This is an optimization exercise on Yosys and OpenROAD, whose aim is small area, a short achievable clock period and few clock cycles per item, not a production implementation. Function was checked by simulation only, so behaviour that the tests miss may differ from the original.

==> design.v <==
`default_nettype none
module rgb_to_hsv_converter (
  input  wire logic        clk_i,
  input  wire logic        rst_ni,
  input  wire logic        in_valid_i,
  output logic             in_stall_o,
  input  wire logic [23:0] in_word_i,
  output logic             out_valid_o,
  input  wire logic        out_stall_i,
  output logic [30:0]      out_word_o
);
  logic adv;
  logic [7:0] x1_r;
  logic [7:0] x1_g;
  logic [7:0] x1_b;
  logic x1_ge_rg;
  logic x1_ge_rb;
  logic x1_ge_gb;
  assign x1_r = in_word_i[23:16];
  assign x1_g = in_word_i[15:8];
  assign x1_b = in_word_i[7:0];
  assign x1_ge_rg = (x1_r >= x1_g);
  assign x1_ge_rb = (x1_r >= x1_b);
  assign x1_ge_gb = (x1_g >= x1_b);
  logic x1_isr;
  logic x1_isg;
  logic [2:0] x1_k;
  logic [7:0] x1_M;
  logic [7:0] x1_mid;
  logic [7:0] x1_mn;
  assign x1_isr = x1_ge_rg & x1_ge_rb;
  assign x1_isg = ~x1_isr & x1_ge_gb;
  always_comb begin
    if (x1_isr) begin x1_M = x1_r; x1_mid = x1_ge_gb ? x1_g : x1_b; x1_k = x1_ge_gb ? 3'd0 : 3'd5; end
    else if (x1_isg) begin x1_M = x1_g; x1_mid = x1_ge_rb ? x1_r : x1_b; x1_k = x1_ge_rb ? 3'd1 : 3'd2; end
    else begin x1_M = x1_b; x1_mid = x1_ge_rg ? x1_r : x1_g; x1_k = x1_ge_rg ? 3'd4 : 3'd3; end
    if (x1_ge_rg) x1_mn = x1_ge_gb ? x1_b : x1_g;
    else x1_mn = x1_ge_rb ? x1_b : x1_r;
  end
  logic [2:0] q1_k;
  logic [7:0] q1_M;
  logic [7:0] q1_mid;
  logic [7:0] q1_mn;
  logic q1_v;
  logic [7:0] x2_mag;
  logic [7:0] x2_D;
  logic [11:0] x2_x;
  assign x2_D = q1_M - q1_mn;
  assign x2_mag = q1_k[0] ? q1_M - q1_mid : q1_mid - q1_mn;
  assign x2_x = {x2_mag, 4'd0} - {4'd0, x2_mag};
  logic [7:0] x2_hr;
  logic [3:0] x2_hn;
  assign x2_hr = x2_x[11:4];
  assign x2_hn = x2_x[3:0];
  logic [7:0] x2_nd;
  assign x2_nd = q1_mn - q1_M;
  logic [2:0] q2_k;
  logic [7:0] q2_M;
  logic [7:0] q2_D;
  logic [7:0] q2_hr;
  logic [3:0] q2_hn;
  logic [7:0] q2_nd;
  logic q2_v;
  logic [8:0] x3_ht;
  logic [8:0] x3_hd;
  logic [7:0] x3_hr;
  assign x3_ht = {q2_hr, q2_hn[3]};
  assign x3_hd = {~(x3_ht >= {1'b0, q2_D}), x3_ht[7:0] - q2_D};
  assign x3_hr = x3_hd[8] ? x3_ht[7:0] : x3_hd[7:0];
  logic x3_hq;
  assign x3_hq = ~x3_hd[8];
  logic [8:0] x4_ht;
  logic [8:0] x4_hd;
  logic [7:0] x4_hr;
  assign x4_ht = {x3_hr, q2_hn[2]};
  assign x4_hd = {~(x4_ht >= {1'b0, q2_D}), x4_ht[7:0] - q2_D};
  assign x4_hr = x4_hd[8] ? x4_ht[7:0] : x4_hd[7:0];
  logic [1:0] x4_hq;
  assign x4_hq = {x3_hq, ~x4_hd[8]};
  logic [2:0] q3_k;
  logic [7:0] q3_M;
  logic [7:0] q3_D;
  logic [7:0] q3_hr;
  logic [3:0] q3_hn;
  logic [7:0] q3_nd;
  logic [1:0] q3_hq;
  logic q3_v;
  logic [8:0] x5_ht;
  logic [8:0] x5_hd;
  logic [7:0] x5_hr;
  assign x5_ht = {q3_hr, q3_hn[1]};
  assign x5_hd = {~(x5_ht >= {1'b0, q3_D}), x5_ht[7:0] - q3_D};
  assign x5_hr = x5_hd[8] ? x5_ht[7:0] : x5_hd[7:0];
  logic [2:0] x5_hq;
  assign x5_hq = {q3_hq, ~x5_hd[8]};
  logic [8:0] x6_ht;
  logic [8:0] x6_hd;
  logic [7:0] x6_hr;
  assign x6_ht = {x5_hr, q3_hn[0]};
  assign x6_hd = {~(x6_ht >= {1'b0, q3_D}), x6_ht[7:0] - q3_D};
  assign x6_hr = x6_hd[8] ? x6_ht[7:0] : x6_hd[7:0];
  logic [3:0] x6_hq;
  assign x6_hq = {x5_hq, ~x6_hd[8]};
  logic [2:0] q4_k;
  logic [7:0] q4_M;
  logic [7:0] q4_D;
  logic [7:0] q4_hr;
  logic [7:0] q4_nd;
  logic [3:0] q4_hq;
  logic q4_v;
  logic [8:0] x7_ht;
  logic [8:0] x7_hd;
  logic [7:0] x7_hr;
  assign x7_ht = {q4_hr, (q4_k[0] & ~q4_nd[7])};
  assign x7_hd = {~(x7_ht >= {1'b0, q4_D}), x7_ht[7:0] - q4_D};
  assign x7_hr = x7_hd[8] ? x7_ht[7:0] : x7_hd[7:0];
  logic [4:0] x7_hq;
  assign x7_hq = {q4_hq, ~x7_hd[8]};
  logic [8:0] x7_st;
  logic [8:0] x7_sd;
  logic [7:0] x7_sr;
  assign x7_st = {~q4_nd, q4_nd[7]};
  assign x7_sd = {~(x7_st >= {1'b0, q4_M}), x7_st[7:0] - q4_M};
  assign x7_sr = x7_sd[8] ? x7_st[7:0] : x7_sd[7:0];
  logic x7_sq;
  assign x7_sq = ~x7_sd[8];
  logic [8:0] x8_ht;
  logic [8:0] x8_hd;
  logic [7:0] x8_hr;
  assign x8_ht = {x7_hr, (q4_k[0] & ~q4_nd[6])};
  assign x8_hd = {~(x8_ht >= {1'b0, q4_D}), x8_ht[7:0] - q4_D};
  assign x8_hr = x8_hd[8] ? x8_ht[7:0] : x8_hd[7:0];
  logic [5:0] x8_hq;
  assign x8_hq = {x7_hq, ~x8_hd[8]};
  logic [8:0] x8_st;
  logic [8:0] x8_sd;
  logic [7:0] x8_sr;
  assign x8_st = {x7_sr, q4_nd[6]};
  assign x8_sd = {~(x8_st >= {1'b0, q4_M}), x8_st[7:0] - q4_M};
  assign x8_sr = x8_sd[8] ? x8_st[7:0] : x8_sd[7:0];
  logic [1:0] x8_sq;
  assign x8_sq = {x7_sq, ~x8_sd[8]};
  logic [2:0] q5_k;
  logic [7:0] q5_M;
  logic [7:0] q5_D;
  logic [7:0] q5_hr;
  logic [7:0] q5_nd;
  logic [5:0] q5_hq;
  logic [7:0] q5_sr;
  logic [1:0] q5_sq;
  logic q5_v;
  logic [8:0] x9_ht;
  logic [8:0] x9_hd;
  logic [7:0] x9_hr;
  assign x9_ht = {q5_hr, (q5_k[0] & ~q5_nd[5])};
  assign x9_hd = {~(x9_ht >= {1'b0, q5_D}), x9_ht[7:0] - q5_D};
  assign x9_hr = x9_hd[8] ? x9_ht[7:0] : x9_hd[7:0];
  logic [6:0] x9_hq;
  assign x9_hq = {q5_hq, ~x9_hd[8]};
  logic [8:0] x9_st;
  logic [8:0] x9_sd;
  logic [7:0] x9_sr;
  assign x9_st = {q5_sr, q5_nd[5]};
  assign x9_sd = {~(x9_st >= {1'b0, q5_M}), x9_st[7:0] - q5_M};
  assign x9_sr = x9_sd[8] ? x9_st[7:0] : x9_sd[7:0];
  logic [2:0] x9_sq;
  assign x9_sq = {q5_sq, ~x9_sd[8]};
  logic [8:0] x10_ht;
  logic [8:0] x10_hd;
  logic [7:0] x10_hr;
  assign x10_ht = {x9_hr, (q5_k[0] & ~q5_nd[4])};
  assign x10_hd = {~(x10_ht >= {1'b0, q5_D}), x10_ht[7:0] - q5_D};
  assign x10_hr = x10_hd[8] ? x10_ht[7:0] : x10_hd[7:0];
  logic [7:0] x10_hq;
  assign x10_hq = {x9_hq, ~x10_hd[8]};
  logic [8:0] x10_st;
  logic [8:0] x10_sd;
  logic [7:0] x10_sr;
  assign x10_st = {x9_sr, q5_nd[4]};
  assign x10_sd = {~(x10_st >= {1'b0, q5_M}), x10_st[7:0] - q5_M};
  assign x10_sr = x10_sd[8] ? x10_st[7:0] : x10_sd[7:0];
  logic [3:0] x10_sq;
  assign x10_sq = {x9_sq, ~x10_sd[8]};
  logic [2:0] q6_k;
  logic [7:0] q6_M;
  logic [7:0] q6_D;
  logic [7:0] q6_hr;
  logic [7:0] q6_nd;
  logic [7:0] q6_hq;
  logic [7:0] q6_sr;
  logic [3:0] q6_sq;
  logic q6_v;
  logic [8:0] x11_ht;
  logic [8:0] x11_hd;
  logic [7:0] x11_hr;
  assign x11_ht = {q6_hr, (q6_k[0] & ~q6_nd[3])};
  assign x11_hd = {~(x11_ht >= {1'b0, q6_D}), x11_ht[7:0] - q6_D};
  assign x11_hr = x11_hd[8] ? x11_ht[7:0] : x11_hd[7:0];
  logic [8:0] x11_hq;
  assign x11_hq = {q6_hq, ~x11_hd[8]};
  logic [8:0] x11_st;
  logic [8:0] x11_sd;
  logic [7:0] x11_sr;
  assign x11_st = {q6_sr, q6_nd[3]};
  assign x11_sd = {~(x11_st >= {1'b0, q6_M}), x11_st[7:0] - q6_M};
  assign x11_sr = x11_sd[8] ? x11_st[7:0] : x11_sd[7:0];
  logic [4:0] x11_sq;
  assign x11_sq = {q6_sq, ~x11_sd[8]};
  logic [8:0] x12_ht;
  logic [8:0] x12_hd;
  logic [7:0] x12_hr;
  assign x12_ht = {x11_hr, (q6_k[0] & ~q6_nd[2])};
  assign x12_hd = {~(x12_ht >= {1'b0, q6_D}), x12_ht[7:0] - q6_D};
  assign x12_hr = x12_hd[8] ? x12_ht[7:0] : x12_hd[7:0];
  logic [9:0] x12_hq;
  assign x12_hq = {x11_hq, ~x12_hd[8]};
  logic [8:0] x12_st;
  logic [8:0] x12_sd;
  logic [7:0] x12_sr;
  assign x12_st = {x11_sr, q6_nd[2]};
  assign x12_sd = {~(x12_st >= {1'b0, q6_M}), x12_st[7:0] - q6_M};
  assign x12_sr = x12_sd[8] ? x12_st[7:0] : x12_sd[7:0];
  logic [5:0] x12_sq;
  assign x12_sq = {x11_sq, ~x12_sd[8]};
  logic [2:0] q7_k;
  logic [7:0] q7_M;
  logic [7:0] q7_D;
  logic [7:0] q7_hr;
  logic [7:0] q7_nd;
  logic [9:0] q7_hq;
  logic [7:0] q7_sr;
  logic [5:0] q7_sq;
  logic q7_v;
  logic [8:0] x13_ht;
  logic [8:0] x13_hd;
  logic [7:0] x13_hr;
  assign x13_ht = {q7_hr, (q7_k[0] & ~q7_nd[1])};
  assign x13_hd = {~(x13_ht >= {1'b0, q7_D}), x13_ht[7:0] - q7_D};
  assign x13_hr = x13_hd[8] ? x13_ht[7:0] : x13_hd[7:0];
  logic [10:0] x13_hq;
  assign x13_hq = {q7_hq, ~x13_hd[8]};
  logic [8:0] x13_st;
  logic [8:0] x13_sd;
  logic [7:0] x13_sr;
  assign x13_st = {q7_sr, q7_nd[1]};
  assign x13_sd = {~(x13_st >= {1'b0, q7_M}), x13_st[7:0] - q7_M};
  assign x13_sr = x13_sd[8] ? x13_st[7:0] : x13_sd[7:0];
  logic [6:0] x13_sq;
  assign x13_sq = {q7_sq, ~x13_sd[8]};
  logic [8:0] x14_ht;
  logic [8:0] x14_hd;
  logic [7:0] x14_hr;
  assign x14_ht = {x13_hr, (q7_k[0] & ~q7_nd[0])};
  assign x14_hd = {~(x14_ht >= {1'b0, q7_D}), x14_ht[7:0] - q7_D};
  assign x14_hr = x14_hd[8] ? x14_ht[7:0] : x14_hd[7:0];
  logic [11:0] x14_hq;
  assign x14_hq = {x13_hq, ~x14_hd[8]};
  logic [8:0] x14_st;
  logic [8:0] x14_sd;
  logic [7:0] x14_sr;
  assign x14_st = {x13_sr, q7_nd[0]};
  assign x14_sd = {~(x14_st >= {1'b0, q7_M}), x14_st[7:0] - q7_M};
  assign x14_sr = x14_sd[8] ? x14_st[7:0] : x14_sd[7:0];
  logic [7:0] x14_sq;
  assign x14_sq = {x13_sq, ~x14_sd[8]};
  logic x14_grey;
  assign x14_grey = (q7_D == 8'd0);
  logic [6:0] x14_hh;
  assign x14_hh = {q7_k, 4'd0} - {4'd0, q7_k} + {3'd0, x14_hq[11:8]};
  logic [7:0] q8_M;
  logic [7:0] q8_sq;
  logic q8_grey;
  logic [6:0] q8_hh;
  logic [7:0] q8_hq8;
  logic q8_v;
  logic [30:0] x15_word;
  assign x15_word = q8_grey ? {23'd0, q8_M} : {q8_hh, q8_hq8, q8_sq, q8_M};
  assign adv        = ~(out_valid_o & out_stall_i);
  assign in_stall_o = ~adv;
  always_ff @(posedge clk_i or negedge rst_ni) begin
    if (!rst_ni) begin
      q1_v <= 1'b0;
      q2_v <= 1'b0;
      q3_v <= 1'b0;
      q4_v <= 1'b0;
      q5_v <= 1'b0;
      q6_v <= 1'b0;
      q7_v <= 1'b0;
      q8_v <= 1'b0;
    end else if (adv) begin
      q1_v <= in_valid_i;
      q2_v <= q1_v;
      q3_v <= q2_v;
      q4_v <= q3_v;
      q5_v <= q4_v;
      q6_v <= q5_v;
      q7_v <= q6_v;
      q8_v <= q7_v;
    end
  end
  always_ff @(posedge clk_i) begin
    if (adv) begin
      q1_k <= x1_k;
      q1_M <= x1_M;
      q1_mid <= x1_mid;
      q1_mn <= x1_mn;
      q2_k <= q1_k;
      q2_M <= q1_M;
      q2_D <= x2_D;
      q2_hr <= x2_hr;
      q2_hn <= x2_hn;
      q2_nd <= x2_nd;
      q3_k <= q2_k;
      q3_M <= q2_M;
      q3_D <= q2_D;
      q3_hr <= x4_hr;
      q3_hn <= q2_hn;
      q3_nd <= q2_nd;
      q3_hq <= x4_hq;
      q4_k <= q3_k;
      q4_M <= q3_M;
      q4_D <= q3_D;
      q4_hr <= x6_hr;
      q4_nd <= q3_nd;
      q4_hq <= x6_hq;
      q5_k <= q4_k;
      q5_M <= q4_M;
      q5_D <= q4_D;
      q5_hr <= x8_hr;
      q5_nd <= q4_nd;
      q5_hq <= x8_hq;
      q5_sr <= x8_sr;
      q5_sq <= x8_sq;
      q6_k <= q5_k;
      q6_M <= q5_M;
      q6_D <= q5_D;
      q6_hr <= x10_hr;
      q6_nd <= q5_nd;
      q6_hq <= x10_hq;
      q6_sr <= x10_sr;
      q6_sq <= x10_sq;
      q7_k <= q6_k;
      q7_M <= q6_M;
      q7_D <= q6_D;
      q7_hr <= x12_hr;
      q7_nd <= q6_nd;
      q7_hq <= x12_hq;
      q7_sr <= x12_sr;
      q7_sq <= x12_sq;
      q8_M <= q7_M;
      q8_sq <= x14_sq;
      q8_grey <= x14_grey;
      q8_hh <= x14_hh;
      q8_hq8 <= x14_hq[7:0];
    end
  end
  assign out_valid_o = q8_v;
  assign out_word_o  = x15_word;
endmodule
`default_nettype wire
==> run.sh <==
#!/bin/bash
# synth_recipe.tcl (not shown) runs the flow's synth.tcl, then flattens the netlist and writes it again
# the make line also repeats each setting of config.mk as NAME=value (left out here)
make -C /OpenROAD-flow-scripts/flow DESIGN_CONFIG=/design/flow/config.mk WORK_HOME=/design/flow/orfs CLKGATE_MAP_FILE= SYNTH_SCRIPT=/design/flow/synth_recipe.tcl finish
==> config.mk <==
export PLATFORM = sky130hd
export DESIGN_NAME = rgb_to_hsv_converter
export DESIGN_NICKNAME = rgb_to_hsv_converter
export VERILOG_FILES = /design/flow/design.v
export SDC_FILE = /design/flow/constraint.sdc
export NUM_CORES = 4
export LEC_CHECK = 0
export ABC_AREA = 1
export CAP_MARGIN = 20
export CORE_MARGIN = 2
export CORE_UTILIZATION = 60
export CTS_CLUSTER_DIAMETER = 100
export CTS_CLUSTER_SIZE = 30
export SETUP_SLACK_MARGIN = 4.0
export SLEW_MARGIN = 20
==> constraint.sdc <==
create_clock -name core_clock -period 7.5 [get_ports {clk_i}]
set_input_delay 1.5000 -clock core_clock [delete_from_list [all_inputs] [get_ports {clk_i}]]
set_output_delay 1.5000 -clock core_clock [all_outputs]
set_load 0.01 [all_outputs]
==> results of run 1 <==
==> cell usage after synthesis, types with 2 or more instances <==
cell type and n:
xnor2_1 32, o21ai_1 21, nor2_4 10, and2_1 2, nor3_1 15, and2b_1 2
nand2_4 11, nor2_2 4, a21o_1 17, o21ai_2 7, nand3b_1 8, o21a_1 5
fa_1 23, clkbuf_1 8, or2_2 7, nand4_2 2, edfxtp_1 323, nand4_1 70
nor2_1 130, o21bai_1 6, a31oi_1 10, ha_1 220, a211oi_1 2, xor2_1 86
nand3_4 9, buf_4 5, buf_2 7, inv_2 11, nand3_2 7, a21oi_2 7
o211ai_1 18, nand3_1 188, a21oi_1 122, buf_6 8, o21ai_0 65, nor4_1 4
nand2_1 636, inv_1 363, dfrtp_1 8, nand2_2 16
==> cells by family after synthesis <==
group / count (synthesis) / synth area share (%)
AOI/OAI and AO/OA: 286 / 7.30
xor gates and xnor gates: 118 / 4.58
adders and majority gates: 243 / 14.2
buffers and inverters: 405 / 7.22
DFF: 331 / 43.8
and+or+nand+nor: 1127 / 22.8
==> final cells by class <==
cell class	count	area share (%)
tap	511	2.54
sequential	331	39.4
clock inverter	7	0.398
timing repair buffer	121	4.34
inverter	376	5.69
multi-input combinational	1785	45.9
clock buffer	17	1.69
==> worst max-delay path: cells and delay by family <==
kind | cells | cell delay (ps)
buffers and inverters | 3 | 360
AND/OR/NAND/NOR | 1 | 70
==> metal layers <==
| layer | part of all wire [%] | routed length (microns) | vias to the layer above |
|---|---|---|---|
| li1 | - | - | 8719 |
| met1 | 44 | 21400 | 7953 |
| met2 | 50 | 24500 | 391 |
| met3 | 3.5 | 1710 | 87 |
| met4 | 2.6 | 1280 | 0 |
| met5 | 0 | 0 | - |
==> final timing paths <==
| path | end | cells past startpoint | start | slack (ps) |
|---|---|---|---|---|
| worst max-delay path | in_stall_o | 4 | out_stall_i | 4060 |
| min in group asynchronous | q7_v | 1 | rst_ni | 1260 |
| worst min-delay path | q6_nd[2] | 0 | q5_nd[2] | 420 |
| worst min register to register | q6_nd[2] | 0 | q5_nd[2] | 420 |
| worst max register to register | q5_sr[2] | 20 | q4_M[6] | 4130 |
| max in group asynchronous | q4_v | 1 | rst_ni | 5980 |
==> what timing repair did <==
item / in CTS / in global routing
endpoints found under the setup margin: 172 / 99
gates cloned: 5 / 6
gates resized for setup: 29 / 77
endpoints found under the hold margin: 0 / 0
pin swaps: 4 / 26
hold buffers: 0 / 0
buffers inserted: 9 / 50
==> results.toml, run 1 <==
[global_routing]
grt_use_met1_pct = 31.3
overflow = 0
grt_pass1_vias = 16443
gr-usage-all-layers_pct = 24.6
grtUsageMet2_pct = 44.5
met3_usage_pct = 2.27
grt_start_max_net_pins = 173
antenna_found_initial = 0
top_usage_layer = "met2"
grt_pass1_wl_microns = 77800

[final_layout]
nNetsFinal = 2902
layoutNonFillerInstCount = 3148
fill_cells = 3028
design_area_sq_um = 25100
largest_reg_flops = 10
final_common_cell = "nand2_1"
antenna_cells = 0
regMostFlops = "q7_hq"
drive_above_1_share_pct = 9.56
mostFrequentLayoutCells = "nand2_1 (627), inv_1 (351), edfxtp_1 (323), ha_1 (212), nand3_1 (180)"
syn2layout_area_growth_pct = 11.3
ff_latch_area_sq_um = 9900
utilization_pct = 67.2
multiInputGateArea_sq_um = 11500

[sta]
finalSetupTns_ps = 0
period_share_pct = 45.8
report.final.setup_viol = 0
final.setup.worst_slack_ps = 4060
fmax_ghz = 0.291
grt_setup_unrepaired = "true"
tightest_slew_ps = 909
skew_ps = 22.0
hold_ws_ps = 417
slew_viol_final = 0
hold_violations = 0
relSlewSlack_pct = 39.4
min_period_ps = 3440

[clock_network]
cts_tree = "done"
clk_pin_slew_worst_paths_ps = 110
clk_path_buf_depth = 3
cts_made_buffers = 16
clkLatencyLatePin_ps = 520
cts_root_buf = "clkbuf_16"
cts_sinks = 331
cts-htree-levels = 1

[detailed_routing]
wl_per_cell_microns = 15.5
drt-initial-drc-count = 967
avgViaCountPerCell = 5.45
wl_microns = 48900
post-route-drc-count = 0
ant_nets = 0
vias = 17150
first_pass_iters = 5

[logic_synthesis]
synthDistinctLibCells = 55
ys_seq_area_share_pct = 43.8
synth-seq-cells = 331
synth.area.top_cells = "edfxtp_1 (43%), ha_1 (12%), nand2_1 (11%)"
synth_top_area_share_pct = 42.9
yosysWarnings = 1
synth_nets = 2781
syn-cell-area_sq_um = 22600
syn-instance-count = 2510
synth.avg_cell_area_sq_um = 9.00
synth_ff_type = "edfxtp_1"
synth_edf_count = 323
yosysTopAreaCell = "edfxtp_1"
async_reset_ff_share_pct = 2.42

[run_status]
status = "finished clean"

[placement]
place_area_sq_um = 23600
place_worst_setup_slack_ps = 2430
io_buffers = 60
hpwl_microns = 36200
routabilityCongestion = 0.902
placedCellCount = 3054

[critical_path]
crit_required_ps = 6000
critical_path_class = "input pin to output port"
end_kind = "output port"
max_stage_delay_ps = 130
cp-start-kind = "input pin"
crit_path_top_delay_cell = "buf_8"
cp.arrival_ps = 1940
crit_chain = "buf_8 -> nand2_8 -> clkinvlp_4 -> clkbuf_2"
cp_max_fo = 4

[floorplanning]
num_rows = 71
dieWidth_microns = 198
die_y_microns = 198
core_area_sq_um = 37400
start_util_pct = 60.4
io_pins = 61
die-area_sq_um = 39200

[min_path]
worstHoldPathType = "flip-flop to flip-flop"

[job]
drv_cap = 0
Testbench counts, summed over its fixed seeds: cycles 24,064, pixels 24,000.
==> run 2: changes to the inputs <==
--- a/config.mk
+++ b/config.mk
@@ -11,5 +11,7 @@
 export CORE_UTILIZATION = 60
 export CTS_CLUSTER_DIAMETER = 100
 export CTS_CLUSTER_SIZE = 30
+export GPL_ROUTABILITY_DRIVEN = 0
+export PLACE_DENSITY_LB_ADDON = 0.1
 export SETUP_SLACK_MARGIN = 4.0
 export SLEW_MARGIN = 20
==> run 2 against run 1 <==
  * First-iteration DRC count increased by 18%
  * Largest cell class unchanged
  * Area after synthesis unchanged
  * Sequential cell count unchanged
==> results.toml, run 2 <==
[final_layout]
syn2layout_area_growth_pct = 11.2
largest_reg_flops = 10
drive_above_1_share_pct = 9.56
fill_cells = 2872
regMostFlops = "q7_hq"
final_common_cell = "nand2_1"
nNetsFinal = 2899
design_area_sq_um = 25100
antenna_cells = 0
layoutNonFillerInstCount = 3146
mostFrequentLayoutCells = "nand2_1 (626), inv_1 (351), edfxtp_1 (323), ha_1 (205), nand3_1 (182)"

[detailed_routing]
wl_per_cell_microns = 15.3
drt-initial-drc-count = 1137
avgViaCountPerCell = 5.52
ant_nets = 0
wl_microns = 48200
post-route-drc-count = 0
first_pass_iters = 6
vias = 17360

[logic_synthesis]
yosysWarnings = 1
synth_nets = 2781
synth-seq-cells = 331
synth_top_area_share_pct = 42.9
synth.area.top_cells = "edfxtp_1 (43%), ha_1 (12%), nand2_1 (11%)"
async_reset_ff_share_pct = 2.42
yosysTopAreaCell = "edfxtp_1"
synthDistinctLibCells = 55
ys_seq_area_share_pct = 43.8
syn-instance-count = 2510
syn-cell-area_sq_um = 22600
yosysMostFrequentCell = "nand2_1"
synth_ff_type = "edfxtp_1"
synth_edf_count = 323
synthTopCellsByCount = "nand2_1 (636), inv_1 (363), edfxtp_1 (323), ha_1 (220), nand3_1 (188)"
synth.avg_cell_area_sq_um = 9.00

[sta]
fmax_ghz = 0.290
final.setup.worst_slack_ps = 4050
report.final.setup_viol = 0
finalSetupTns_ps = 0
period_share_pct = 46.0
slew_viol_final = 0
grt_setup_unrepaired = "false"
tightest_slew_ps = 856
relSlewSlack_pct = 42.9
min_period_ps = 3450
hold_violations = 0
hold_ws_ps = 408
skew_ps = 26.9

[placement]
hpwl_microns = 35400
place_area_sq_um = 23600
place_worst_setup_slack_ps = 2440
io_buffers = 60
placedCellCount = 3054

[critical_path]
cp.arrival_ps = 3740
cp_max_fo = 7
cp-start-kind = "flip-flop"
crit_required_ps = 7780
end_kind = "flip-flop"
critical_path_class = "flip-flop to flip-flop"

[clock_network]
hold_buffers = 0
clk_path_buf_depth = 3
clkLatencyLatePin_ps = 530
cts_sinks = 331
cts_tree = "done"
cts_root_buf = "clkbuf_16"
cts_made_buffers = 16
clk_pin_slew_worst_paths_ps = 100
cts-htree-levels = 1

[global_routing]
grt_start_max_net_pins = 173
antenna_found_initial = 0
grt_pass1_wl_microns = 77900
grt_pass1_vias = 16727
gr-usage-all-layers_pct = 24.2
overflow = 0

[job]
drv_cap = 0

[floorplanning]
die-area_sq_um = 39200
num_rows = 71
die_y_microns = 198
start_util_pct = 60.4
core_area_sq_um = 37400
io_pins = 61
dieWidth_microns = 198

[run_status]
status = "finished clean"

[min_path]
worstHoldPathType = "flip-flop to flip-flop"
[run 2: metal layers]
layer,global-route usage [%],share of wire (%),vias to the layer above
met4,8.80,3.5,0
met1,28.4,40,8042
met5,0,0,-
met2,46.3,52,489
met3,1.77,4.0,135
li1,-,-,8694
[run 2: cells by family (layout without fill, tap and decap cells)]
group                      count (synthesis)  in the layout  synth area share, %
and+or+nand+nor                         1127           1137                 22.8
buffers and inverters                    405            520                 7.22
DFF                                      331            331                 43.8
AOI/OAI and AO/OA                        286            286                 7.30
adders and majority gates                243            243                 14.2
xor gates and xnor gates                 118            118                 4.58
[run 2: path summary, 6_finish.rpt]
| kind | from | slack (ps) | to | cells after the start |
|---|---|---|---|---|
| max | q4_nd[0] | 4050 | q5_sr[3] | 21 |
| max reg2reg | q4_nd[0] | 4050 | q5_sr[3] | 21 |
| min reg2reg | q5_hq[3] | 410 | q6_hq[5] | 0 |
| min in group asynchronous | rst_ni | 1230 | q8_v | 1 |
| min | q5_hq[3] | 410 | q6_hq[5] | 0 |
| max in group asynchronous | rst_ni | 6000 | q3_v | 1 |
[run 2: repair_timing]
item / CTS / global route
setup endpoints to repair: 172 / 98
pin swaps: 4 / 26
gates resized for setup: 33 / 73
gates cloned: 5 / 5
buffers inserted: 5 / 52
[run 2: layout make-up]
type / instances / area (sq um) / share of cell area (%)
timing repair buffer: 119 / 1080 / 4.32
tap: 511 / 639 / 2.55
clock inverter: 9 / 114 / 0.454
inverter: 376 / 1430 / 5.69
clock buffer: 16 / 400 / 1.59
multi-input combinational: 1784 / 11500 / 46.0
sequential: 331 / 9900 / 39.4
[run 2: through the flow]
step	util (%)
2_1_floorplan	-
3_3_place_gp	63.2
3_5_place_dp	63.2
4_1_cts	65.2
5_1_grt	67.1
6_report	67.1
[run 2: critical path, cell delays in order, from the launching register on]
cell      delay [ps]
edfxtp_1         500
inv_1            140
ha_4             300
nand2_1           70
nor2_1           130
nand2_1           80
nand3_2          100
nand3_2          140
nand2_4          150
inv_2             70
nand2_1           60
o21ai_1           90
ha_1             340
buf_4            150
nand2_1           70
nor3_2            60
a21oi_1          150
nand2_1          110
inv_1            200
nand3_4          150
nand2_1           90
nand2_1           80
==> run 3: changes to the inputs <==
--- a/config.mk
+++ b/config.mk
@@ -8,10 +8,8 @@
 export ABC_AREA = 1
 export CAP_MARGIN = 20
 export CORE_MARGIN = 2
-export CORE_UTILIZATION = 60
+export CORE_UTILIZATION = 55
 export CTS_CLUSTER_DIAMETER = 100
 export CTS_CLUSTER_SIZE = 30
-export GPL_ROUTABILITY_DRIVEN = 0
-export PLACE_DENSITY_LB_ADDON = 0.1
 export SETUP_SLACK_MARGIN = 4.0
 export SLEW_MARGIN = 20
==> run 3 against run 2 <==
  * Critical path type is now input pin to output port
  * Cell count increased by 0.64%
  * Clock skew down 5.7 ps
  * Via count fell by 1.9%
  * Cell area decreased by 0.11%
  * Maximum frequency grew 1.1%
==> results.toml, run 3 <==
[run_status]
status = "finished clean"

[logic_synthesis]
async_reset_ff_share_pct = 2.42
synth_ff_type = "edfxtp_1"
synthTopCellsByCount = "nand2_1 (636), inv_1 (363), edfxtp_1 (323), ha_1 (220), nand3_1 (188)"
ys_seq_area_share_pct = 43.8
synth.avg_cell_area_sq_um = 9.00
yosysWarnings = 1
syn-cell-area_sq_um = 22600
yosysTopAreaCell = "edfxtp_1"
yosysMostFrequentCell = "nand2_1"
synth_nets = 2781
synth_edf_count = 323
synthDistinctLibCells = 55
synth-seq-cells = 331
synth.area.top_cells = "edfxtp_1 (43%), ha_1 (12%), nand2_1 (11%)"
syn-instance-count = 2510
synth_top_area_share_pct = 42.9

[sta]
grt_setup_unrepaired = "true"
report.final.setup_viol = 0
relSlewSlack_pct = 31.0
slew_viol_final = 0
min_period_ps = 3410
hold_violations = 0
hold_ws_ps = 423
tightest_slew_ps = 1030
fmax_ghz = 0.293
period_share_pct = 45.5
skew_ps = 21.3
finalSetupTns_ps = 0

[final_layout]
largest_reg_flops = 10
regMostFlops = "q7_hq"
mostFrequentLayoutCells = "nand2_1 (627), inv_1 (352), edfxtp_1 (323), ha_1 (207), nand3_1 (181)"
drive_above_1_share_pct = 9.38
antenna_cells = 0
final_common_cell = "nand2_1"
nNetsFinal = 2898
utilization_pct = 61.7
syn2layout_area_growth_pct = 11.0
layoutNonFillerInstCount = 3166

[critical_path]
cp_max_fo = 7
rr_startpoint = "q4_M[1]"
crit_start = "out_stall_i"
crit_required_ps = 6000
cp-start-kind = "input pin"
end_kind = "output port"
critical_path_class = "input pin to output port"
cp.arrival_ps = 1910

[floorplanning]
core_area_sq_um = 40600
die_y_microns = 207
dieWidth_microns = 207
io_pins = 61
num_rows = 74
die-area_sq_um = 42700
start_util_pct = 55.6

[clock_network]
cts_sinks = 331
cts-htree-levels = 1
hold_buffers = 0
cts_made_buffers = 16
clk_pin_slew_worst_paths_ps = 100
clk_path_buf_depth = 3
clkLatencyLatePin_ps = 530
cts_tree = "done"
cts_root_buf = "clkbuf_16"

[placement]
routabilityCongestion = 0.879
placedCellCount = 3075
io_buffers = 60
hpwl_microns = 36800

[detailed_routing]
ant_nets = 0
first_pass_iters = 5
wl_microns = 48800
post-route-drc-count = 0
vias = 17025
avgViaCountPerCell = 5.38
wl_per_cell_microns = 15.4
drt-initial-drc-count = 982

[global_routing]
grt_pass1_wl_microns = 79000
antenna_found_initial = 0
overflow = 0
gr-usage-all-layers_pct = 22.9
grt_pass1_vias = 16192
grt_start_max_net_pins = 201

[job]
drv_cap = 0

[min_path]
worstHoldPathType = "flip-flop to flip-flop"
hp-start = "q5_hq[4]"
## run 3: critical path: stages
cell	delay, ps
buf_6	130
nand2_8	70
inv_6	90
clkbuf_2	130
## run 3: routing by layer
metal / vias to the layer above / global-route usage [%] / wire length [microns]
met5: - / 0 / 0
li1: 8698 / - / -
met2: 342 / 42.0 / 24600
met3: 95 / 2.20 / 1620
met1: 7890 / 28.4 / 21100
met4: 0 / 7.19 / 1450
## run 3: repair_timing
action / 4_1_cts / 5_1_grt
endpoints found under the hold margin: 0 / 0
gates resized for setup: 31 / 74
cloned: 4 / 4
buffers inserted: 7 / 51
setup endpoints to repair: 94 / 98
pin swaps: 4 / 21
## run 3: final timing paths
kind / slack [ps] / to / cells past startpoint
worst max-delay path: 4090 / in_stall_o / 4
min in group asynchronous: 1240 / q6_v / 1
worst max register to register: 4190 / q5_sr[3] / 20
worst min register to register: 420 / q6_hq[6] / 0
worst min-delay path: 420 / q6_hq[6] / 0
max in group asynchronous: 6000 / q4_v / 1
## run 3: final cells by class
cell class / count / area (sq um)
fill: 3477 / 15600
multi-input combinational: 1782 / 11500
sequential: 331 / 9900
inverter: 376 / 1430
timing repair buffer: 120 / 1060
tap: 532 / 666
clock buffer: 19 / 433
clock inverter: 6 / 73.8
## run 3: cells by family (layout without fill, tap and decap cells)
logic type      Yosys count  in the layout  share of synthesized area, %
simple gates           1127           1135                          22.8
compound gates          286            286                          7.30
fa+ha+maj               243            243                          14.2
buf+inv                 405            521                          7.22
xor+xnor                118            118                          4.58
flops                   331            331                          43.8
## run 3: stage by stage
stage | cell area (sq um) | setup slack, ps
6_report | 25100 | 4090
5_1_grt | 25100 | 3920
4_1_cts | 24400 | 3900
3_5_place_dp | 23700 | 2700
3_3_place_gp | 23700 | 2730
2_1_floorplan | 22600 | 4110
==> run 4: changes to the inputs <==
--- a/config.mk
+++ b/config.mk
@@ -8,8 +8,8 @@
 export ABC_AREA = 1
 export CAP_MARGIN = 20
 export CORE_MARGIN = 2
-export CORE_UTILIZATION = 55
-export CTS_CLUSTER_DIAMETER = 100
-export CTS_CLUSTER_SIZE = 30
+export CORE_UTILIZATION = 60
+export CTS_CLUSTER_DIAMETER = 90
+export CTS_CLUSTER_SIZE = 36
 export SETUP_SLACK_MARGIN = 4.0
 export SLEW_MARGIN = 20
==> run 4 against run 3 <==
  * Register-to-register slack worse by 70 ps
  * Cell count fell by 0.47%
  * Still clean on timing, DRC and antenna
  * Critical endpoint unchanged
  * Critical path type unchanged
==> results.toml, run 4 <==
[placement]
io_buffers = 60
place_worst_setup_slack_ps = 2430
hpwl_microns = 36200
placedCellCount = 3054
routabilityCongestion = 0.902

[logic_synthesis]
yosysWarnings = 1
syn-cell-area_sq_um = 22600
synthDistinctLibCells = 55
synth-seq-cells = 331
yosysTopAreaCell = "edfxtp_1"
synth.avg_cell_area_sq_um = 9.00
syn-instance-count = 2510
yosysMostFrequentCell = "nand2_1"
synth_top_area_share_pct = 42.9
synth_ff_type = "edfxtp_1"
synth.area.top_cells = "edfxtp_1 (43%), ha_1 (12%), nand2_1 (11%)"
synthTopCellsByCount = "nand2_1 (636), inv_1 (363), edfxtp_1 (323), ha_1 (220), nand3_1 (188)"
synth_edf_count = 323
ys_seq_area_share_pct = 43.8
synth_nets = 2781
async_reset_ff_share_pct = 2.42

[final_layout]
utilization_pct = 67.5
drive_above_1_share_pct = 9.77
regMostFlops = "q7_hq"
layoutNonFillerInstCount = 3151
antenna_cells = 0
largest_reg_flops = 10
mostFrequentLayoutCells = "nand2_1 (627), inv_1 (351), edfxtp_1 (323), ha_1 (210), nand3_1 (180)"
final_common_cell = "nand2_1"
nNetsFinal = 2902
syn2layout_area_growth_pct = 11.9

[critical_path]
end_kind = "output port"
crit_end = "in_stall_o"
worst-r2r-setup-slack_ps = 4120
cp_num_cells = 4
rr_startpoint = "q4_M[6]"
crit_required_ps = 6000
reg2reg_depth = 20
cp-start-kind = "input pin"
crit_path_top_delay_cell = "buf_2"
crit_chain = "buf_8 -> nand2_8 -> clkinvlp_4 -> buf_2"
crit_start = "out_stall_i"
critical_path_class = "input pin to output port"
r2r_end = "q5_sr[1]"
max_stage_delay_ps = 150
crit_buf_inv = 3
cpLargestDelayFamily = "buffers and inverters"
cp_max_fo = 4
cp.arrival_ps = 1980

[clock_network]
cts-htree-levels = 1
clkLatencyLatePin_ps = 530
cts_sinks = 331
clk_path_buf_depth = 3
cts_root_buf = "clkbuf_16"
hold_buffers = 0
clk_pin_slew_worst_paths_ps = 120
cts_made_buffers = 16
cts_tree = "done"

[min_path]
hold_depth = 0
hp-start = "q5_hq[1]"
worstHoldPathType = "flip-flop to flip-flop"

[floorplanning]
io_pins = 61
dieWidth_microns = 198
core_area_sq_um = 37400
die_y_microns = 198
start_util_pct = 60.4
die-area_sq_um = 39200
num_rows = 71

[sta]
report.final.setup_viol = 0
min_period_ps = 3480
slew_viol_final = 0
period_share_pct = 46.5
final.setup.worst_slack_ps = 4020
grt_setup_unrepaired = "true"
fmax_ghz = 0.287
skew_ps = 25.2
hold_violations = 0
finalSetupTns_ps = 0
tightest_slew_ps = 955
relSlewSlack_pct = 36.4

[job]
drv_cap = 0

[detailed_routing]
wl_per_cell_microns = 15.5
wl_microns = 49000
post-route-drc-count = 0
drt-initial-drc-count = 945
ant_nets = 0
vias = 17215
first_pass_iters = 7
avgViaCountPerCell = 5.46

[global_routing]
grt_pass1_vias = 16424
grt_start_max_net_pins = 173
antenna_found_initial = 0
gr-usage-all-layers_pct = 24.5
grt_use_met1_pct = 31.2
grtUsageMet2_pct = 44.6
top_usage_layer = "met2"
met3_usage_pct = 2.38
overflow = 0
grt_pass1_wl_microns = 77700

[run_status]
status = "finished clean"
==> run 4: logic make-up (layout without fill, tap and decap cells) <==
| kind of cell | Yosys count | after routing | synth area share (%) |
|---|---|---|---|
| compound gates | 286 | 286 | 7.30 |
| xor+xnor | 118 | 118 | 4.58 |
| fa+ha+maj | 243 | 243 | 14.2 |
| buf+inv | 405 | 525 | 7.22 |
| flops | 331 | 331 | 43.8 |
| simple gates | 1127 | 1137 | 22.8 |
==> run 4: what timing repair did <==
| action | CTS | global route |
|---|---|---|
| setup endpoints to repair | 172 | 158 |
| pin swaps | 4 | 23 |
| buffers inserted | 9 | 51 |
| resized for setup | 33 | 79 |
| gates cloned | 5 | 5 |
==> run 4: worst min-delay path by stage <==
stage / end / slack [ps]
floorplan: q2_k[1] / 400
global placement: q7_hq[5] / 400
detailed placement: q3_M[2] / 400
CTS: q6_hq[3] / 430
global route: q6_hq[3] / 420
finish: q6_hq[3] / 420
==> run 4: per-layer routing <==
layer / routed length, microns / vias up
li1: - / 8720
met1: 21300 / 8071
met2: 24700 / 338
met3: 1700 / 86
met4: 1240 / 0
met5: 0 / -
==> run 4: layout make-up <==
| class | instances | area [sq um] |
|---|---|---|
| sequential | 331 | 9900 |
| multi-input combinational | 1784 | 11600 |
| clock inverter | 9 | 186 |
| clock buffer | 18 | 429 |
| tap | 511 | 639 |
| fill | 2989 | 12100 |
| inverter | 376 | 1430 |
| timing repair buffer | 122 | 1110 |
==> run 4: per-stage QoR <==
step | cell area (sq um) | hold WS (ps)
6_report | 25300 | 422
5_1_grt | 25300 | 424
4_1_cts | 24500 | 426
3_5_place_dp | 23600 | 405
3_3_place_gp | 23600 | 401
2_1_floorplan | 22600 | 400
==> run 5: changes to the inputs <==
--- a/design.v
+++ b/design.v
@@ -52,14 +52,11 @@
   logic [3:0] x2_hn;
   assign x2_hr = x2_x[11:4];
   assign x2_hn = x2_x[3:0];
-  logic [7:0] x2_nd;
-  assign x2_nd = q1_mn - q1_M;
   logic [2:0] q2_k;
   logic [7:0] q2_M;
   logic [7:0] q2_D;
   logic [7:0] q2_hr;
   logic [3:0] q2_hn;
-  logic [7:0] q2_nd;
   logic q2_v;
   logic [8:0] x3_ht;
   logic [8:0] x3_hd;
@@ -82,9 +79,10 @@
   logic [7:0] q3_D;
   logic [7:0] q3_hr;
   logic [3:0] q3_hn;
-  logic [7:0] q3_nd;
   logic [1:0] q3_hq;
   logic q3_v;
+  logic [7:0] x5_nd;
+  assign x5_nd = 8'd0 - q3_D;
   logic [8:0] x5_ht;
   logic [8:0] x5_hd;
   logic [7:0] x5_hr;
@@ -101,12 +99,22 @@
   assign x6_hr = x6_hd[8] ? x6_ht[7:0] : x6_hd[7:0];
   logic [3:0] x6_hq;
   assign x6_hq = {x5_hq, ~x6_hd[8]};
+  logic [8:0] x6_st;
+  logic [8:0] x6_sd;
+  logic [7:0] x6_sr;
+  assign x6_st = {~x5_nd, x5_nd[7]};
+  assign x6_sd = {~(x6_st >= {1'b0, q3_M}), x6_st[7:0] - q3_M};
+  assign x6_sr = x6_sd[8] ? x6_st[7:0] : x6_sd[7:0];
+  logic x6_sq;
+  assign x6_sq = ~x6_sd[8];
   logic [2:0] q4_k;
   logic [7:0] q4_M;
   logic [7:0] q4_D;
   logic [7:0] q4_hr;
-  logic [7:0] q4_nd;
   logic [3:0] q4_hq;
+  logic [7:0] q4_nd;
+  logic [7:0] q4_sr;
+  logic q4_sq;
   logic q4_v;
   logic [8:0] x7_ht;
   logic [8:0] x7_hd;
@@ -119,11 +127,11 @@
   logic [8:0] x7_st;
   logic [8:0] x7_sd;
   logic [7:0] x7_sr;
-  assign x7_st = {~q4_nd, q4_nd[7]};
+  assign x7_st = {q4_sr, q4_nd[6]};
   assign x7_sd = {~(x7_st >= {1'b0, q4_M}), x7_st[7:0] - q4_M};
   assign x7_sr = x7_sd[8] ? x7_st[7:0] : x7_sd[7:0];
-  logic x7_sq;
-  assign x7_sq = ~x7_sd[8];
+  logic [1:0] x7_sq;
+  assign x7_sq = {q4_sq, ~x7_sd[8]};
   logic [8:0] x8_ht;
   logic [8:0] x8_hd;
   logic [7:0] x8_hr;
@@ -135,19 +143,19 @@
   logic [8:0] x8_st;
   logic [8:0] x8_sd;
   logic [7:0] x8_sr;
-  assign x8_st = {x7_sr, q4_nd[6]};
+  assign x8_st = {x7_sr, q4_nd[5]};
   assign x8_sd = {~(x8_st >= {1'b0, q4_M}), x8_st[7:0] - q4_M};
   assign x8_sr = x8_sd[8] ? x8_st[7:0] : x8_sd[7:0];
-  logic [1:0] x8_sq;
+  logic [2:0] x8_sq;
   assign x8_sq = {x7_sq, ~x8_sd[8]};
   logic [2:0] q5_k;
   logic [7:0] q5_M;
   logic [7:0] q5_D;
   logic [7:0] q5_hr;
-  logic [7:0] q5_nd;
   logic [5:0] q5_hq;
+  logic [7:0] q5_nd;
   logic [7:0] q5_sr;
-  logic [1:0] q5_sq;
+  logic [2:0] q5_sq;
   logic q5_v;
   logic [8:0] x9_ht;
   logic [8:0] x9_hd;
@@ -160,10 +168,10 @@
   logic [8:0] x9_st;
   logic [8:0] x9_sd;
   logic [7:0] x9_sr;
-  assign x9_st = {q5_sr, q5_nd[5]};
+  assign x9_st = {q5_sr, q5_nd[4]};
   assign x9_sd = {~(x9_st >= {1'b0, q5_M}), x9_st[7:0] - q5_M};
   assign x9_sr = x9_sd[8] ? x9_st[7:0] : x9_sd[7:0];
-  logic [2:0] x9_sq;
+  logic [3:0] x9_sq;
   assign x9_sq = {q5_sq, ~x9_sd[8]};
   logic [8:0] x10_ht;
   logic [8:0] x10_hd;
@@ -176,19 +184,19 @@
   logic [8:0] x10_st;
   logic [8:0] x10_sd;
   logic [7:0] x10_sr;
-  assign x10_st = {x9_sr, q5_nd[4]};
+  assign x10_st = {x9_sr, q5_nd[3]};
   assign x10_sd = {~(x10_st >= {1'b0, q5_M}), x10_st[7:0] - q5_M};
   assign x10_sr = x10_sd[8] ? x10_st[7:0] : x10_sd[7:0];
-  logic [3:0] x10_sq;
+  logic [4:0] x10_sq;
   assign x10_sq = {x9_sq, ~x10_sd[8]};
   logic [2:0] q6_k;
   logic [7:0] q6_M;
   logic [7:0] q6_D;
   logic [7:0] q6_hr;
-  logic [7:0] q6_nd;
   logic [7:0] q6_hq;
+  logic [7:0] q6_nd;
   logic [7:0] q6_sr;
-  logic [3:0] q6_sq;
+  logic [4:0] q6_sq;
   logic q6_v;
   logic [8:0] x11_ht;
   logic [8:0] x11_hd;
@@ -201,10 +209,10 @@
   logic [8:0] x11_st;
   logic [8:0] x11_sd;
   logic [7:0] x11_sr;
-  assign x11_st = {q6_sr, q6_nd[3]};
+  assign x11_st = {q6_sr, q6_nd[2]};
   assign x11_sd = {~(x11_st >= {1'b0, q6_M}), x11_st[7:0] - q6_M};
   assign x11_sr = x11_sd[8] ? x11_st[7:0] : x11_sd[7:0];
-  logic [4:0] x11_sq;
+  logic [5:0] x11_sq;
   assign x11_sq = {q6_sq, ~x11_sd[8]};
   logic [8:0] x12_ht;
   logic [8:0] x12_hd;
@@ -217,19 +225,19 @@
   logic [8:0] x12_st;
   logic [8:0] x12_sd;
   logic [7:0] x12_sr;
-  assign x12_st = {x11_sr, q6_nd[2]};
+  assign x12_st = {x11_sr, q6_nd[1]};
   assign x12_sd = {~(x12_st >= {1'b0, q6_M}), x12_st[7:0] - q6_M};
   assign x12_sr = x12_sd[8] ? x12_st[7:0] : x12_sd[7:0];
-  logic [5:0] x12_sq;
+  logic [6:0] x12_sq;
   assign x12_sq = {x11_sq, ~x12_sd[8]};
   logic [2:0] q7_k;
   logic [7:0] q7_M;
   logic [7:0] q7_D;
   logic [7:0] q7_hr;
-  logic [7:0] q7_nd;
   logic [9:0] q7_hq;
+  logic [7:0] q7_nd;
   logic [7:0] q7_sr;
-  logic [5:0] q7_sq;
+  logic [6:0] q7_sq;
   logic q7_v;
   logic [8:0] x13_ht;
   logic [8:0] x13_hd;
@@ -242,10 +250,10 @@
   logic [8:0] x13_st;
   logic [8:0] x13_sd;
   logic [7:0] x13_sr;
-  assign x13_st = {q7_sr, q7_nd[1]};
+  assign x13_st = {q7_sr, q7_nd[0]};
   assign x13_sd = {~(x13_st >= {1'b0, q7_M}), x13_st[7:0] - q7_M};
   assign x13_sr = x13_sd[8] ? x13_st[7:0] : x13_sd[7:0];
-  logic [6:0] x13_sq;
+  logic [7:0] x13_sq;
   assign x13_sq = {q7_sq, ~x13_sd[8]};
   logic [8:0] x14_ht;
   logic [8:0] x14_hd;
@@ -255,14 +263,6 @@
   assign x14_hr = x14_hd[8] ? x14_ht[7:0] : x14_hd[7:0];
   logic [11:0] x14_hq;
   assign x14_hq = {x13_hq, ~x14_hd[8]};
-  logic [8:0] x14_st;
-  logic [8:0] x14_sd;
-  logic [7:0] x14_sr;
-  assign x14_st = {x13_sr, q7_nd[0]};
-  assign x14_sd = {~(x14_st >= {1'b0, q7_M}), x14_st[7:0] - q7_M};
-  assign x14_sr = x14_sd[8] ? x14_st[7:0] : x14_sd[7:0];
-  logic [7:0] x14_sq;
-  assign x14_sq = {x13_sq, ~x14_sd[8]};
   logic x14_grey;
   assign x14_grey = (q7_D == 8'd0);
   logic [6:0] x14_hh;
@@ -309,46 +309,46 @@
       q2_D <= x2_D;
       q2_hr <= x2_hr;
       q2_hn <= x2_hn;
-      q2_nd <= x2_nd;
       q3_k <= q2_k;
       q3_M <= q2_M;
       q3_D <= q2_D;
       q3_hr <= x4_hr;
       q3_hn <= q2_hn;
-      q3_nd <= q2_nd;
       q3_hq <= x4_hq;
       q4_k <= q3_k;
       q4_M <= q3_M;
       q4_D <= q3_D;
       q4_hr <= x6_hr;
-      q4_nd <= q3_nd;
       q4_hq <= x6_hq;
+      q4_nd <= x5_nd;
+      q4_sr <= x6_sr;
+      q4_sq <= x6_sq;
       q5_k <= q4_k;
       q5_M <= q4_M;
       q5_D <= q4_D;
       q5_hr <= x8_hr;
-      q5_nd <= q4_nd;
       q5_hq <= x8_hq;
+      q5_nd <= q4_nd;
       q5_sr <= x8_sr;
       q5_sq <= x8_sq;
       q6_k <= q5_k;
       q6_M <= q5_M;
       q6_D <= q5_D;
       q6_hr <= x10_hr;
-      q6_nd <= q5_nd;
       q6_hq <= x10_hq;
+      q6_nd <= q5_nd;
       q6_sr <= x10_sr;
       q6_sq <= x10_sq;
       q7_k <= q6_k;
       q7_M <= q6_M;
       q7_D <= q6_D;
       q7_hr <= x12_hr;
-      q7_nd <= q6_nd;
       q7_hq <= x12_hq;
+      q7_nd <= q6_nd;
       q7_sr <= x12_sr;
       q7_sq <= x12_sq;
       q8_M <= q7_M;
-      q8_sq <= x14_sq;
+      q8_sq <= x13_sq;
       q8_grey <= x14_grey;
       q8_hh <= x14_hh;
       q8_hq8 <= x14_hq[7:0];
--- a/config.mk
+++ b/config.mk
@@ -8,8 +8,8 @@
 export ABC_AREA = 1
 export CAP_MARGIN = 20
 export CORE_MARGIN = 2
-export CORE_UTILIZATION = 60
-export CTS_CLUSTER_DIAMETER = 90
-export CTS_CLUSTER_SIZE = 36
+export CORE_UTILIZATION = 55
+export CTS_CLUSTER_DIAMETER = 100
+export CTS_CLUSTER_SIZE = 30
 export SETUP_SLACK_MARGIN = 4.0
 export SLEW_MARGIN = 20
==> run 5 against run 4 <==
  * Sequential cell count shrank 2
  * Worst hold slack lost 6.9 ps
  * Die area grew 7.2%
  * Sequential share of layout area grew 0.10 points
  * Largest cell class unchanged
  * Synthesized cell count shrank 2.0%
  * Critical path type unchanged
  * First-iteration DRC count shrank 25%
  * Critical endpoint unchanged
  * Cell count shrank 0.54%
==> results.toml, run 5 <==
[run_status]
status = "finished clean"

[sta]
finalSetupTns_ps = 0
fmax_ghz = 0.293
tightest_slew_ps = 996
hold_ws_ps = 415
hold_violations = 0
min_period_ps = 3410
grt_setup_unrepaired = "true"
skew_ps = 16.7
report.final.setup_viol = 0
relSlewSlack_pct = 33.6
final.setup.worst_slack_ps = 4090
slew_viol_final = 0
period_share_pct = 45.5

[clock_network]
cts_root_buf = "clkbuf_16"
cts_tree = "done"
cts_sinks = 329
cts_made_buffers = 17
cts-htree-levels = 1
clk_path_buf_depth = 3
clk_pin_slew_worst_paths_ps = 110
clkLatencyLatePin_ps = 520

[logic_synthesis]
ys_seq_area_share_pct = 44.3
syn-cell-area_sq_um = 22200
syn-instance-count = 2459
synthDistinctLibCells = 60
yosysMostFrequentCell = "nand2_1"
synth_ff_type = "edfxtp_1"
synth.area.top_cells = "edfxtp_1 (43%), ha_1 (12%), nand2_1 (9.7%)"
synth_edf_count = 321
async_reset_ff_share_pct = 2.43
synth_nets = 2722
yosysWarnings = 1
yosysTopAreaCell = "edfxtp_1"
synth-seq-cells = 329
synthTopCellsByCount = "nand2_1 (576), inv_1 (360), edfxtp_1 (321), ha_1 (213), nor2_1 (172)"
synth_top_area_share_pct = 43.4
synth.avg_cell_area_sq_um = 9.04

[detailed_routing]
wl_microns = 47300
first_pass_iters = 5
post-route-drc-count = 0
ant_nets = 0
wl_per_cell_microns = 15.1
avgViaCountPerCell = 5.34
drt-initial-drc-count = 705
vias = 16723

[global_routing]
overflow = 0
grt_pass1_vias = 16094
grt_pass1_wl_microns = 76800
gr-usage-all-layers_pct = 22.4
antenna_found_initial = 0
grt_start_max_net_pins = 83

[floorplanning]
core_area_sq_um = 39800
die_y_microns = 205
start_util_pct = 55.8
io_pins = 61
dieWidth_microns = 205
die-area_sq_um = 42000
num_rows = 73

[min_path]
worstHoldPathType = "flip-flop to flip-flop"

[placement]
routabilityCongestion = 0.899
io_buffers = 60
hpwl_microns = 35900
place_worst_setup_slack_ps = 2720
placedCellCount = 3031

[critical_path]
max_stage_delay_ps = 130
cpLargestDelayFamily = "buffers and inverters"
crit_chain = "buf_6 -> nand2_8 -> inv_6 -> clkbuf_2"
crit_buf_inv = 3
cp-start-kind = "input pin"
cp_max_fo = 7
critical_path_class = "input pin to output port"
crit_required_ps = 6000
end_kind = "output port"
worst-r2r-setup-slack_ps = 4110
crit_path_top_delay_cell = "buf_6"
cp.arrival_ps = 1910

[final_layout]
largest_reg_flops = 10
antenna_cells = 0
layoutNonFillerInstCount = 3134
drive_above_1_share_pct = 11.6
final_common_cell = "nand2_1"
nNetsFinal = 2864
mostFrequentLayoutCells = "nand2_1 (564), inv_1 (346), edfxtp_1 (321), ha_1 (195), nor2_1 (164)"
regMostFlops = "q7_hq"
syn2layout_area_growth_pct = 12.7

[job]
drv_cap = 0
-- run 5: what timing repair did --
action                                 in CTS  in global routing
setup endpoints to repair                 140                122
pin swaps                                   4                 29
gates resized for setup                    30                103
hold buffers                                0                  0
endpoints found under the hold margin       0                  0
gates cloned                                2                  6
setup buffers                               7                 61
-- run 5: kinds of logic after synthesis --
group	after synthesis	share of synthesized area, %
fa+ha+maj	235	14.0
xor+xnor	113	4.49
simple gates	1088	22.8
compound gates	302	7.51
buf+inv	392	6.95
flops	329	44.3
-- run 5: final cells by class --
| type | instances | area [sq um] |
|---|---|---|
| Fill cell | 3390 | 14800 |
| Multi-Input combinational cell | 1746 | 11400 |
| Sequential cell | 329 | 9840 |
| Inverter | 375 | 1440 |
| Timing Repair Buffer | 132 | 1150 |
| Tap cell | 525 | 657 |
| Clock buffer | 19 | 443 |
| Clock inverter | 8 | 129 |
-- run 5: worst register-to-register path, delay by kind of cell, from the launching register on --
kind	cells	cell delay, ps
and+or+nand+nor	9	1030
adders and majority gates	2	610
buffers and inverters	4	570
AOI/OAI and AO/OA	3	520
DFF	1	440
-- run 5: through the flow --
step           cell area [sq um]  util, %
3_5_place_dp               23400     58.7
4_1_cts                    24100     60.6
3_3_place_gp               23400     58.7
5_1_grt                    25000     62.9
2_1_floorplan              22200        -
6_report                   25000     62.9
-- run 5: worst paths after layout --
path | from | endpoint | cells past startpoint
worst max-delay path | out_stall_i | in_stall_o | 4
worst max register to register | q4_M[6] | q5_sq[0] | 18
max in group asynchronous | rst_ni | q6_v | 1
worst min register to register | q2_M[4] | q3_M[4] | 0
min in group asynchronous | rst_ni | q7_v | 1
worst min-delay path | q2_M[4] | q3_M[4] | 0
-- run 5: per-layer routing --
layer / up-vias / wire length [microns] / global-route usage, %
met2: 291 / 24400 / 41.9
met3: 83 / 1320 / 1.97
met5: - / 0 / 0
li1: 8581 / - / -
met1: 7768 / 20300 / 27.1
met4: 0 / 1330 / 6.91
Testbench counts of run 5, summed over its fixed seeds: cycles 24,064, pixels 24,000.
==> run 6: changes to the inputs <==
--- a/config.mk
+++ b/config.mk
@@ -11,5 +11,5 @@
 export CORE_UTILIZATION = 55
 export CTS_CLUSTER_DIAMETER = 100
 export CTS_CLUSTER_SIZE = 30
-export SETUP_SLACK_MARGIN = 4.0
+export SETUP_SLACK_MARGIN = 4.1
 export SLEW_MARGIN = 20
==> run 6 against run 5 <==
  * First-iteration DRC count is 28% higher
  * Worst setup slack better by 42 ps
  * Area after synthesis is the same
  * Synthesized cell count is the same
  * Routed wire length is 3.0% higher
  * Register-to-register slack improved by 120 ps
==> results.toml, run 6 <==
[run_status]
status = "finished clean"

[sta]
hold_violations = 0
period_share_pct = 45.0
fmax_ghz = 0.297
skew_ps = 16.9
slew_viol_final = 0
grt_setup_unrepaired = "true"
min_period_ps = 3370
report.final.setup_viol = 0
relSlewSlack_pct = 32.8
finalSetupTns_ps = 0
final.setup.worst_slack_ps = 4130
tightest_slew_ps = 1010

[clock_network]
cts_root_buf = "clkbuf_16"
cts_made_buffers = 17
clk_path_buf_depth = 3
clkLatencyLatePin_ps = 520
cts_tree = "done"
hold_buffers = 0
cts_sinks = 329
cts-htree-levels = 1
clk_pin_slew_worst_paths_ps = 110

[global_routing]
grt_use_met1_pct = 27.2
antenna_found_initial = 0
grtUsageMet2_pct = 42.1
overflow = 0
grt_start_max_net_pins = 83
gr-usage-all-layers_pct = 22.6
top_usage_layer = "met2"
grt_pass1_wl_microns = 77400
grt_pass1_vias = 16227
met3_usage_pct = 2.02

[logic_synthesis]
yosysMostFrequentCell = "nand2_1"
synth-seq-cells = 329
synth.avg_cell_area_sq_um = 9.04
synthTopCellsByCount = "nand2_1 (576), inv_1 (360), edfxtp_1 (321), ha_1 (213), nor2_1 (172)"
synthDistinctLibCells = 60
synth.area.top_cells = "edfxtp_1 (43%), ha_1 (12%), nand2_1 (9.7%)"
synth_edf_count = 321
synth_top_area_share_pct = 43.4
yosysWarnings = 1
synth_ff_type = "edfxtp_1"
synth_nets = 2722
syn-cell-area_sq_um = 22200
syn-instance-count = 2459
yosysTopAreaCell = "edfxtp_1"
ys_seq_area_share_pct = 44.3
async_reset_ff_share_pct = 2.43

[detailed_routing]
avgViaCountPerCell = 5.37
post-route-drc-count = 0
vias = 17035
first_pass_iters = 5
ant_nets = 0
drt-initial-drc-count = 900
wl_per_cell_microns = 15.4
wl_microns = 48700

[final_layout]
nNetsFinal = 2902
drive_above_1_share_pct = 15.1
syn2layout_area_growth_pct = 15.7
regMostFlops = "q7_hq"
largest_reg_flops = 10
layoutNonFillerInstCount = 3172
ff_latch_area_sq_um = 9840
mostFrequentLayoutCells = "nand2_1 (549), inv_1 (335), edfxtp_1 (321), ha_1 (178), nor2_1 (157)"
antenna_cells = 0
final_common_cell = "nand2_1"
multiInputGateArea_sq_um = 11800
fill_cells = 3306

[placement]
io_buffers = 60
routabilityCongestion = 0.899
placedCellCount = 3031
place_worst_setup_slack_ps = 2720
hpwl_microns = 35900

[critical_path]
end_kind = "output port"
cp_max_fo = 6
critical_path_class = "input pin to output port"
cp-start-kind = "input pin"
crit_required_ps = 6000
cp.arrival_ps = 1870

[floorplanning]
io_pins = 61
start_util_pct = 55.8
die-area_sq_um = 42000
num_rows = 73
dieWidth_microns = 205
core_area_sq_um = 39800
die_y_microns = 205

[job]
drv_cap = 0

[min_path]
worstHoldPathType = "flip-flop to flip-flop"
## run 6: worst paths after layout
path / endpoint / slack [ps] / depth (start not counted) / start
setup / recovery: in_stall_o / 4130 / 4 / out_stall_i
hold / removal: q3_M[4] / 420 / 0 / q2_M[4]
setup reg to reg: q5_hr[6] / 4230 / 20 / q4_D[2]
hold reg to reg: q3_M[4] / 420 / 0 / q2_M[4]
max in group asynchronous: q1_v / 6000 / 1 / rst_ni
min in group asynchronous: q7_v / 1240 / 1 / rst_ni
## run 6: metrics by stage
stage	cell area (sq um)	utilization, %	hold slack, ps
after floorplan	22200	-	400
after global placement	23400	58.7	400
after global routing	25700	64.6	429
final	25700	64.6	417
after CTS	24300	61.0	422
after detailed placement	23400	58.7	405
## run 6: cell families after synthesis
kind of cell	count (synthesis)	share of synthesized area [%]
AND/OR/NAND/NOR	1088	22.8
buffers and inverters	392	6.95
flip-flops	329	44.3
AO/OA/AOI/OAI	302	7.51
adder cells (fa/ha/maj)	235	14.0
XOR/XNOR	113	4.49
## run 6: repair_timing
action	4_1_cts	5_1_grt
resized for setup	53	171
setup buffers	18	85
pin swaps	12	55
cloned	4	7
setup endpoints to repair	166	102
## run 6: layout make-up
type                       instances  share of cell area, %
tap                              525                   2.55
clock inverter                     8                  0.501
timing repair buffer             167                   5.61
sequential                       329                   38.3
clock buffer                      19                   1.72
multi-input combinational       1749                   45.7
inverter                         375                   5.65
## run 6: layer usage
layer  vias up  routed length, microns
met4         0                    1500
li1       8685                       -
met1      7938                   20500
met2       311                   25200
met3       101                    1530
met5         -                       0
## run 6: critical path: stages
cell	delay, ps
buf_12	110
nand2_8	60
inv_8	80
buf_2	120

separate check: timing with driven ports:
The results above use ideal ports. As a check the final layouts listed here were re-extracted and re-timed, cells and wires unchanged. Step 1 sets driving cells, clkbuf_16 on the clock port and buf_2 on the other inputs (assumed; they add their load-dependent delay and slew). Step 2 moves the port delays by t, midway between the first and last clock arrival at a register: inputs arrive t later, outputs are due t later. That takes back most of the time a late clock gives input paths. Slacks: ideal / step 1 / step 2; pairs: ideal / step 1.
run	t, ns	setup slack, ns	hold slack, ns	latest minus earliest clock arrival (ns)
run 1	0.565	4.065 / 4.012 / 3.529	0.417 / 0.417 / 0.417	0.027 / 0.027
run 2	0.571	4.049 / 4.026 / 3.559	0.408 / 0.408 / 0.408	0.029 / 0.029
run 3	0.574	4.085 / 4.049 / 3.535	0.423 / 0.423 / 0.423	0.026 / 0.026
run 4	0.577	4.015 / 3.971 / 3.491	0.422 / 0.422 / 0.422	0.028 / 0.028
run 5	0.573	4.086 / 4.047 / 3.611	0.415 / 0.415 / 0.415	0.018 / 0.017
run 6	0.568	4.128 / 4.066 / 3.632	0.417 / 0.417 / 0.417	0.017 / 0.017
After both steps setup and hold are still met in every run listed. For run 3, which loses most, drivers alone change the setup slack by -0.036 ns; drivers and shift together by -0.550 ns.
